This design comes from an exercise in tuning for small area, a short achievable clock period and few clock cycles on the open sky130 flow, not from production work. The RTL was checked by simulation tests, not by an equivalence proof against the original design.

==> design/flow/config.mk <==
export PLATFORM = sky130hd
export DESIGN_NAME = conv_engine
export DESIGN_NICKNAME = conv_engine
export VERILOG_FILES = /design/flow/design.v
export SDC_FILE = /design/flow/constraint.sdc
export NUM_CORES = 4
export LEC_CHECK = 0
export CAP_MARGIN = 20
export CORE_MARGIN = 2
export CORE_UTILIZATION = 40
export SLEW_MARGIN = 20
==> design/flow/constraint.sdc <==
create_clock -name core_clock -period 10.0 [get_ports {clk}]
set_input_delay 2.0000 -clock core_clock [delete_from_list [all_inputs] [get_ports {clk}]]
set_output_delay 2.0000 -clock core_clock [all_outputs]
set_load 0.01 [all_outputs]
==> design/flow/design.v <==
package conv_data_pkg;
  typedef logic signed [8-1:0] pixel_t;
  typedef logic signed [8-1:0] weight_t;
  typedef logic signed [20-1:0] acc_t;
endpackage
package conv_geom_pkg;
  typedef logic [$clog2(16*16)-1:0] map_addr_t;
  typedef logic [$clog2(3*3)-1:0] tap_addr_t;
  typedef logic [$clog2(16):0] dim_t;
  typedef logic stride_t;    
endpackage
`timescale 1ns/10ps
module word_ram #(
  parameter int WIDTH = 8,
  parameter int DEPTH = 256
) (
  input  logic                     clk,
  input  logic                     we,
  input  logic [$clog2(DEPTH)-1:0] waddr,
  input  logic [WIDTH-1:0]         wdata,
  input  logic [$clog2(DEPTH)-1:0] raddr,
  output logic [WIDTH-1:0]         rdata
);
  logic [WIDTH-1:0] mem [DEPTH];
  always_ff @(posedge clk) begin
    if (we) begin
      mem[waddr] <= wdata;
    end
    rdata <= mem[raddr];    
  end
endmodule
`timescale 1ns/10ps
module patch_gen (
  input  logic                    clk,
  input  logic                    rst,
  input  logic                    start,
  input  conv_geom_pkg::dim_t     map_dim,
  input  conv_geom_pkg::stride_t  stride,
  output conv_geom_pkg::map_addr_t map_raddr,
  output conv_geom_pkg::tap_addr_t kernel_raddr,
  output logic                    tap_valid,
  output logic                    tap_first,
  output logic                    tap_last,
  output conv_geom_pkg::map_addr_t tap_idx,
  output logic                    busy
);
  localparam int KW = $clog2(3);
  localparam conv_geom_pkg::tap_addr_t TAP_LAST = conv_geom_pkg::tap_addr_t'(3 * 3 - 1);
  localparam logic [1:0] DRAIN = 2'd3;
  conv_geom_pkg::dim_t      dim_q;
  conv_geom_pkg::stride_t   stride_q;
  conv_geom_pkg::dim_t      out_dim;
  conv_geom_pkg::dim_t      orow;
  conv_geom_pkg::dim_t      ocol;
  logic [KW-1:0] ki;
  logic [KW-1:0] kj;
  conv_geom_pkg::tap_addr_t tap_cnt;
  conv_geom_pkg::map_addr_t pix_idx;
  logic      issuing;
  logic [1:0] drain_cnt;
  logic      last_tap;
  logic      last_pix;
  conv_geom_pkg::map_addr_t row_pos;
  conv_geom_pkg::map_addr_t col_pos;
  assign last_tap = (tap_cnt == TAP_LAST);
  assign last_pix = (orow == out_dim - conv_geom_pkg::dim_t'(1)) && (ocol == out_dim - conv_geom_pkg::dim_t'(1));
  always_comb begin
    row_pos = (conv_geom_pkg::map_addr_t'(orow) << stride_q) + conv_geom_pkg::map_addr_t'(ki);
    col_pos = (conv_geom_pkg::map_addr_t'(ocol) << stride_q) + conv_geom_pkg::map_addr_t'(kj);
  end
  assign map_raddr    = row_pos * conv_geom_pkg::map_addr_t'(dim_q) + col_pos;
  assign kernel_raddr = tap_cnt;    
  always_ff @(posedge clk or posedge rst) begin
    if (rst) begin
      busy      <= 1'b0;
      issuing   <= 1'b0;
      drain_cnt <= '0;
      dim_q     <= '0;
      stride_q  <= 1'b0;
      out_dim   <= '0;
      orow      <= '0;
      ocol      <= '0;
      ki        <= '0;
      kj        <= '0;
      tap_cnt   <= '0;
      pix_idx   <= '0;
      tap_valid <= 1'b0;
      tap_first <= 1'b0;
      tap_last  <= 1'b0;
    end else begin
      if (start && !busy) begin
        busy     <= 1'b1;
        issuing  <= 1'b1;
        dim_q    <= map_dim;
        stride_q <= stride;
        out_dim  <= ((map_dim - conv_geom_pkg::dim_t'(3)) >> stride) + conv_geom_pkg::dim_t'(1);
        orow     <= '0;
        ocol     <= '0;
        ki       <= '0;
        kj       <= '0;
        tap_cnt  <= '0;
        pix_idx  <= '0;
      end else if (issuing) begin
        if (kj == KW'(3 - 1)) begin
          kj <= '0;
          if (ki == KW'(3 - 1)) begin
            ki <= '0;
          end else begin
            ki <= ki + 1'b1;
          end
        end else begin
          kj <= kj + 1'b1;
        end
        if (last_tap) begin
          tap_cnt <= '0;
          pix_idx <= pix_idx + 1'b1;
          if (ocol == out_dim - conv_geom_pkg::dim_t'(1)) begin
            ocol <= '0;
            orow <= orow + 1'b1;
          end else begin
            ocol <= ocol + 1'b1;
          end
          if (last_pix) begin
            issuing   <= 1'b0;
            drain_cnt <= DRAIN;
          end
        end else begin
          tap_cnt <= tap_cnt + 1'b1;
        end
      end else if (busy) begin
        drain_cnt <= drain_cnt - 1'b1;
        if (drain_cnt == 2'd1) begin
          busy <= 1'b0;
        end
      end
      tap_valid <= issuing;
      tap_first <= issuing && (tap_cnt == '0);
      tap_last  <= issuing && last_tap;
    end
  end
  always_ff @(posedge clk) begin
    tap_idx <= pix_idx;
  end
endmodule
`timescale 1ns/10ps
module mac_unit (
  input  logic                     clk,
  input  logic                     rst,
  input  logic                     tap_valid,
  input  logic                     tap_first,
  input  logic                     tap_last,
  input  conv_geom_pkg::map_addr_t tap_idx,
  input  conv_data_pkg::pixel_t    pixel,
  input  conv_data_pkg::weight_t   weight,
  output logic                     acc_valid,
  output conv_data_pkg::acc_t      acc,
  output conv_geom_pkg::map_addr_t acc_idx,
  output logic                     acc_last
);
  conv_data_pkg::acc_t prod;
  conv_data_pkg::acc_t sum;
  conv_data_pkg::acc_t next_sum;
  assign prod     = conv_data_pkg::acc_t'(pixel) * conv_data_pkg::acc_t'(weight);
  assign next_sum = tap_first ? prod : sum + prod;
  always_ff @(posedge clk or posedge rst) begin
    if (rst) begin
      acc_valid <= 1'b0;
    end else begin
      acc_valid <= tap_valid && tap_last;
    end
  end
  always_ff @(posedge clk) begin
    if (tap_valid) begin
      sum <= next_sum;
      if (tap_last) begin
        acc     <= next_sum;    
        acc_idx <= tap_idx;
      end
    end
  end
  assign acc_last = acc_valid && !tap_valid;
endmodule
`timescale 1ns/10ps
module result_store (
  input  logic                     clk,
  input  logic                     rst,
  input  logic                     start,
  input  logic                     acc_valid,
  input  logic                     acc_last,
  input  conv_data_pkg::acc_t      acc,
  input  conv_geom_pkg::map_addr_t acc_idx,
  output logic                     res_we,
  output conv_geom_pkg::map_addr_t res_waddr,
  output conv_data_pkg::pixel_t    res_wdata,
  output conv_geom_pkg::map_addr_t max_idx,
  output conv_data_pkg::pixel_t    max_val,
  output logic                     done
);
  conv_data_pkg::pixel_t relu_val;
  logic   wr_last;
  logic   active;    
  always_comb begin
    if (acc < 0) begin
      relu_val = '0;
    end else if (acc > conv_data_pkg::acc_t'(127)) begin
      relu_val = conv_data_pkg::pixel_t'(127);
    end else begin
      relu_val = conv_data_pkg::pixel_t'(acc);
    end
  end
  always_ff @(posedge clk or posedge rst) begin
    if (rst) begin
      res_we  <= 1'b0;
      wr_last <= 1'b0;
      done    <= 1'b0;
      active  <= 1'b0;
      max_idx <= '0;
      max_val <= '0;
    end else begin
      res_we  <= acc_valid;
      wr_last <= acc_valid && acc_last;
      done    <= res_we && wr_last;
      if (start && !active) begin
        active  <= 1'b1;
        max_idx <= '0;
        max_val <= '0;
      end else begin
        if (res_we && wr_last) begin
          active <= 1'b0;
        end
        if (res_we && (res_wdata > max_val)) begin
          max_val <= res_wdata;
          max_idx <= res_waddr;
        end
      end
    end
  end
  always_ff @(posedge clk) begin
    if (acc_valid) begin
      res_waddr <= acc_idx;
      res_wdata <= relu_val;
    end
  end
endmodule
`timescale 1ns/10ps
module conv_engine (
  input  logic                     clk,
  input  logic                     rst,
  input  logic                     start,
  input  conv_geom_pkg::dim_t      map_dim,
  input  conv_geom_pkg::stride_t   stride,
  input  logic                     map_we,
  input  conv_geom_pkg::map_addr_t map_addr,
  input  conv_data_pkg::pixel_t    map_wdata,
  input  logic                     kernel_we,
  input  conv_geom_pkg::tap_addr_t kernel_addr,
  input  conv_data_pkg::weight_t   kernel_wdata,
  input  conv_geom_pkg::map_addr_t res_addr,
  output conv_data_pkg::pixel_t    res_rdata,
  output logic                     busy,
  output logic                     done,
  output conv_geom_pkg::map_addr_t max_idx,
  output conv_data_pkg::pixel_t    max_val
);
  conv_geom_pkg::map_addr_t map_raddr;
  conv_geom_pkg::tap_addr_t kernel_raddr;
  conv_data_pkg::pixel_t    map_rdata;
  conv_data_pkg::weight_t   kernel_rdata;
  logic      tap_valid;
  logic      tap_first;
  logic      tap_last;
  conv_geom_pkg::map_addr_t tap_idx;
  logic      acc_valid;
  logic      acc_last;
  conv_data_pkg::acc_t      acc;
  conv_geom_pkg::map_addr_t acc_idx;
  logic      res_we;
  conv_geom_pkg::map_addr_t res_waddr;
  conv_data_pkg::pixel_t    res_wdata;
  word_ram #(.WIDTH(8), .DEPTH(16 * 16)) map_ram (
    .clk(clk), .we(map_we), .waddr(map_addr), .wdata(map_wdata),
    .raddr(map_raddr), .rdata(map_rdata)
  );
  word_ram #(.WIDTH(8), .DEPTH(3 * 3)) kernel_ram (
    .clk(clk), .we(kernel_we), .waddr(kernel_addr), .wdata(kernel_wdata),
    .raddr(kernel_raddr), .rdata(kernel_rdata)
  );
  patch_gen patch_gen_i (
    .clk(clk), .rst(rst), .start(start), .map_dim(map_dim), .stride(stride),
    .map_raddr(map_raddr), .kernel_raddr(kernel_raddr),
    .tap_valid(tap_valid), .tap_first(tap_first), .tap_last(tap_last),
    .tap_idx(tap_idx), .busy(busy)
  );
  mac_unit mac_unit_i (
    .clk(clk), .rst(rst),
    .tap_valid(tap_valid), .tap_first(tap_first), .tap_last(tap_last),
    .tap_idx(tap_idx), .pixel(map_rdata), .weight(kernel_rdata),
    .acc_valid(acc_valid), .acc(acc), .acc_idx(acc_idx), .acc_last(acc_last)
  );
  result_store result_store_i (
    .clk(clk), .rst(rst), .start(start),
    .acc_valid(acc_valid), .acc_last(acc_last), .acc(acc), .acc_idx(acc_idx),
    .res_we(res_we), .res_waddr(res_waddr), .res_wdata(res_wdata),
    .max_idx(max_idx), .max_val(max_val), .done(done)
  );
  word_ram #(.WIDTH(8), .DEPTH(16 * 16)) res_ram (
    .clk(clk), .we(res_we), .waddr(res_waddr), .wdata(res_wdata),
    .raddr(res_addr), .rdata(res_rdata)    
  );
endmodule
==> design/flow/run.sh <==
#!/bin/bash
# synth_recipe.tcl (not shown) runs the flow's synth.tcl, then flattens the netlist and writes it again
# the make line also repeats each setting of config.mk as NAME=value (left out here)
make -C /OpenROAD-flow-scripts/flow DESIGN_CONFIG=/design/flow/config.mk WORK_HOME=/design/flow/orfs CLKGATE_MAP_FILE= SYNTH_SCRIPT=/design/flow/synth_recipe.tcl finish
==> summary.txt <==
metal layers:
metal,global-route usage [%],up-vias
met4,9.143,10
li1,-,38883
met3,3.860,1101
met2,35.11,5217
met1,29.07,49506
met5,0.03324,-
Yosys cell counts (19+ instances only):
cell type and instances:
nor2_1 615, inv_1 139, mux2i_1 273, nand2_1 773
dfxtp_1 32, a222oi_1 41, o22ai_1 68, mux2_2 39
nor3_1 46, a22oi_1 127, a211oi_1 88, nor2b_1 34
and3_1 101, o21ai_0 157, a221o_1 28, dfrtp_1 65
xor2_1 28, o211ai_1 21, a32o_1 30, a2111oi_0 23
ha_1 83, nand3_1 215, a21oi_1 206, a31oi_1 78
a32oi_1 55, edfxtp_1 4232, buf_4 41, buf_1 46
or4_1 19, xnor2_1 46, mux4_2 728, a221oi_1 66
clkbuf_1 292, a22o_1 38, nor4_1 30, fa_1 74
buf_2 170, nand4_1 72, and2_1 65
final timing paths:
path,startpoint,endpoint,depth (start not counted)
max in group asynchronous,rst,patch_gen_i.out_dim[1],3
worst min-delay path,patch_gen_i.pix_idx[7],patch_gen_i.tap_idx[7],0
worst max register to register,patch_gen_i.stride_q,map_ram.rdata[1],18
worst min register to register,patch_gen_i.pix_idx[7],patch_gen_i.tap_idx[7],0
min in group asynchronous,rst,result_store_i.done,3
worst max-delay path,patch_gen_i.stride_q,map_ram.rdata[1],18
registers in the layout, indices dropped and copies added, names as in the netlist, 20 cells and up:
name            count
map_ram.mem      2048
kernel_ram.mem     72
mac_unit_i.acc     20
mac_unit_i.sum     20
res_ram.mem      2048
logic make-up (layout without fill, tap and decap cells):
| group | count (synthesis) | after routing |
|---|---|---|
| flip-flops | 4329 | 4329 |
| AND/OR/NAND/NOR | 2036 | 2036 |
| AO/OA/AOI/OAI | 1215 | 1215 |
| multiplexers | 1041 | 1041 |
| buffers and inverters | 711 | 1207 |
| adder cells (fa/ha/maj) | 157 | 157 |
| XOR/XNOR | 77 | 77 |
| other | 1 | 15 |
worst max-delay path: stages (launching register included):
cell and delay, ps:
dfrtp_1 730, mux2_2 430, fa_1 870, nand2_1 160, fa_1 510, inv_1 40
ha_1 290, ha_1 320, fa_4 1210, and2_4 790, nand4_1 350, nand2_2 830
buf_4 500, a32o_1 180, nor3_1 60, nor4_1 290, o211ai_1 270, o211ai_1 360
a221o_1 240
cell type report:
class	instances	area, µm²	share of cell area (%)
sequential	4329	129300	66.53
multi-input combinational	4527	41120	21.15
clock buffer	516	11130	5.726
tap	5710	7144	3.675
timing repair buffer	278	2630	1.353
clock inverter	269	2465	1.268
inverter	144	540.5	0.2780
antenna	14	35.03	0.01802
stage by stage:
step / worst slack, ps / hold slack [ps] / area (µm²) / cells
detailed placement: 1642 / 389.9 / 180700 / 14987
global route: 1266 / 410.5 / 194400 / 15776
floorplan: 3700 / 351.9 / 173100 / 9567
finish: 1487 / 399.2 / 194400 / 15787
CTS: 1633 / 402.5 / 194300 / 15772
global placement: 1485 / 385.7 / 180600 / 14985
==> flow_summary_export.csv <==
group,metric,value,unit
global_routing,antenna_found_initial,20,
synthesis,yosys.area_share.simple,5.229,%
synthesis,synth.yosys.seq_area_share,74.71,%
synthesis,synth_compound_area_share,5.043,%
drt,dr_total_vias,94717,
drt,drtAntennaViolNets,0,
synthesis,synthesis.nets,9771,
global_routing,track_usage,21.73,%
layout,fin_nets,9911,
synthesis,syn_area,173100,µm²
clocking,clockBufferDepth,4,
clocking,cts_max_level,5,
timing,fmax,117.5,MHz
clocking,cts-root-buf,"clkbuf_16",
setup_path,rrSetupSlack,1490,ps
synthesis,yosysWarnings,5,
synthesis,syn_avg_cell_area,18.10,µm²
layout,final_common_cell,"edfxtp_1",
drt,met1Wirelength,188.2,mm
clocking,cts_tree,"built",
drt,drc_errors,0,
synthesis,ys_ff_latch,4329,
timing,fin_crit,8513,ps
synthesis,yosys.area_share.adder,1.456,%
synthesis,netlist.area_leader.share,73.40,%
drt,highest_layer,"met5",
drt,met2_length,231.3,mm
die,start_util,40.18,%
synthesis,synth_cells,9567,
job,maxCapViolations,0,
setup_path,crit_fanout,38,
layout,synthToLayoutAreaGrowth,12.30,%
timing,hold_viol,0,
clocking,clkLatencyLatePin,1000,ps
global_routing,grt_pass1_vias,93869,
synthesis,ys_async_sr_fraction,1.502,%
timing,slew-limit-headroom,17.35,%
setup_path,cp.arrival,9460,ps
die,ios,73,
timing,fin_skew,40.97,ps
global_routing,grt_pass1_wl,692.1,mm
drt,dr.pass1.iters,9,
timing,grt_setup_unrepaired,"false",
outcome,status,"timing/DRC/antenna clean",
drt,drt_iter0_drc,12967,
layout,drive_above_1_share,17.11,%
layout,post-route-util,45.12,%
place,portBuffers,72,
global_routing,grt_max_degree,197,
clocking,cts.sink_count,4329,
clocking,ctsHoldBuffers,0,
global_routing,grt_overflow_total,0,
clocking,cts_made_buffers,427,
drt,wl_met3,42.80,mm
layout,final_cell_mix,"edfxtp_1, nand2_1, mux4_2, nor2_1, clkbuf_16",
synthesis,yosys-top-cells-area,"edfxtp_1, mux4_2, nand2_1",
synthesis,synthXorXnorAreaFrac,0.4192,%
setup_path,cp_data_required_time,10950,ps
drt,avgViaCountPerCell,6.000,
clocking,cts_resized,0,
layout,fill_cells,36232,
min_path,hp-class,"reg -> reg",
die,die_height,661.9,µm
timing,worst_slew_pin_slew,1235,ps
timing,tns,0,ps
die,core_area,430900,µm²
clocking,cts_setup_buffers,0,
drt,drt-total-wl,485.0,mm
synthesis,synthMuxAreaShare,11.31,%
synthesis,synth.largest_area_cell,"edfxtp_1",
synthesis,ys.flop_type,"edfxtp_1",
drt,routedWlPerCell,30.72,µm
die,num_rows,241,
die,dieArea,438100,µm²
synthesis,synth_edf_count,4232,
timing,setup_viol,0,
setup_path,end_kind,"register",
die,die_w,661.9,µm
timing,slew_viol_final,0,
place,gp_congestion,0.9056,
timing,period_share,85.13,%
synthesis,synth_cell_types,103,
synthesis,synth_top_family_by_area,"multiplexers",
setup_path,cp-start-kind,"register",
place,dpl.hpwl,292.8,mm
setup_path,criticalPathCategory,"reg -> reg",
clocking,clkSlewWorstSetupHoldPaths,60,ps
Testbench counts, summed over its fixed seeds: cycles 161,601.

==> separate check: timing with driven ports <==
Ports are ideal in the flow. The routed layout listed here was re-timed in OpenROAD. Step 1, drivers: a clkbuf_16 drives clk and a buf_2 each remaining input, both assumed. Step 2 adds t to the input delays and takes it off the output delays; t is the mean of the earliest and latest rising clock arrival at the registers after step 1. Input paths then give back, and output paths get back, about the clock's delay inside the block. a / b / c = ideal ports / drivers / drivers and shift; a / b = the first two.
shift t [ns]: 1.101
slack for setup (ns): 1.487 / 1.487 / 1.487
hold WS [ns]: 0.399 / 0.399 / 0.399
worst register clock-pin slew, ns: 0.07 / 0.07
worst data-port slew with drivers (ns): 0.08
After both steps this run still meets setup and hold. The setup slack of this run moves by 0.000 ns with the drivers and by 0.000 ns with both steps.
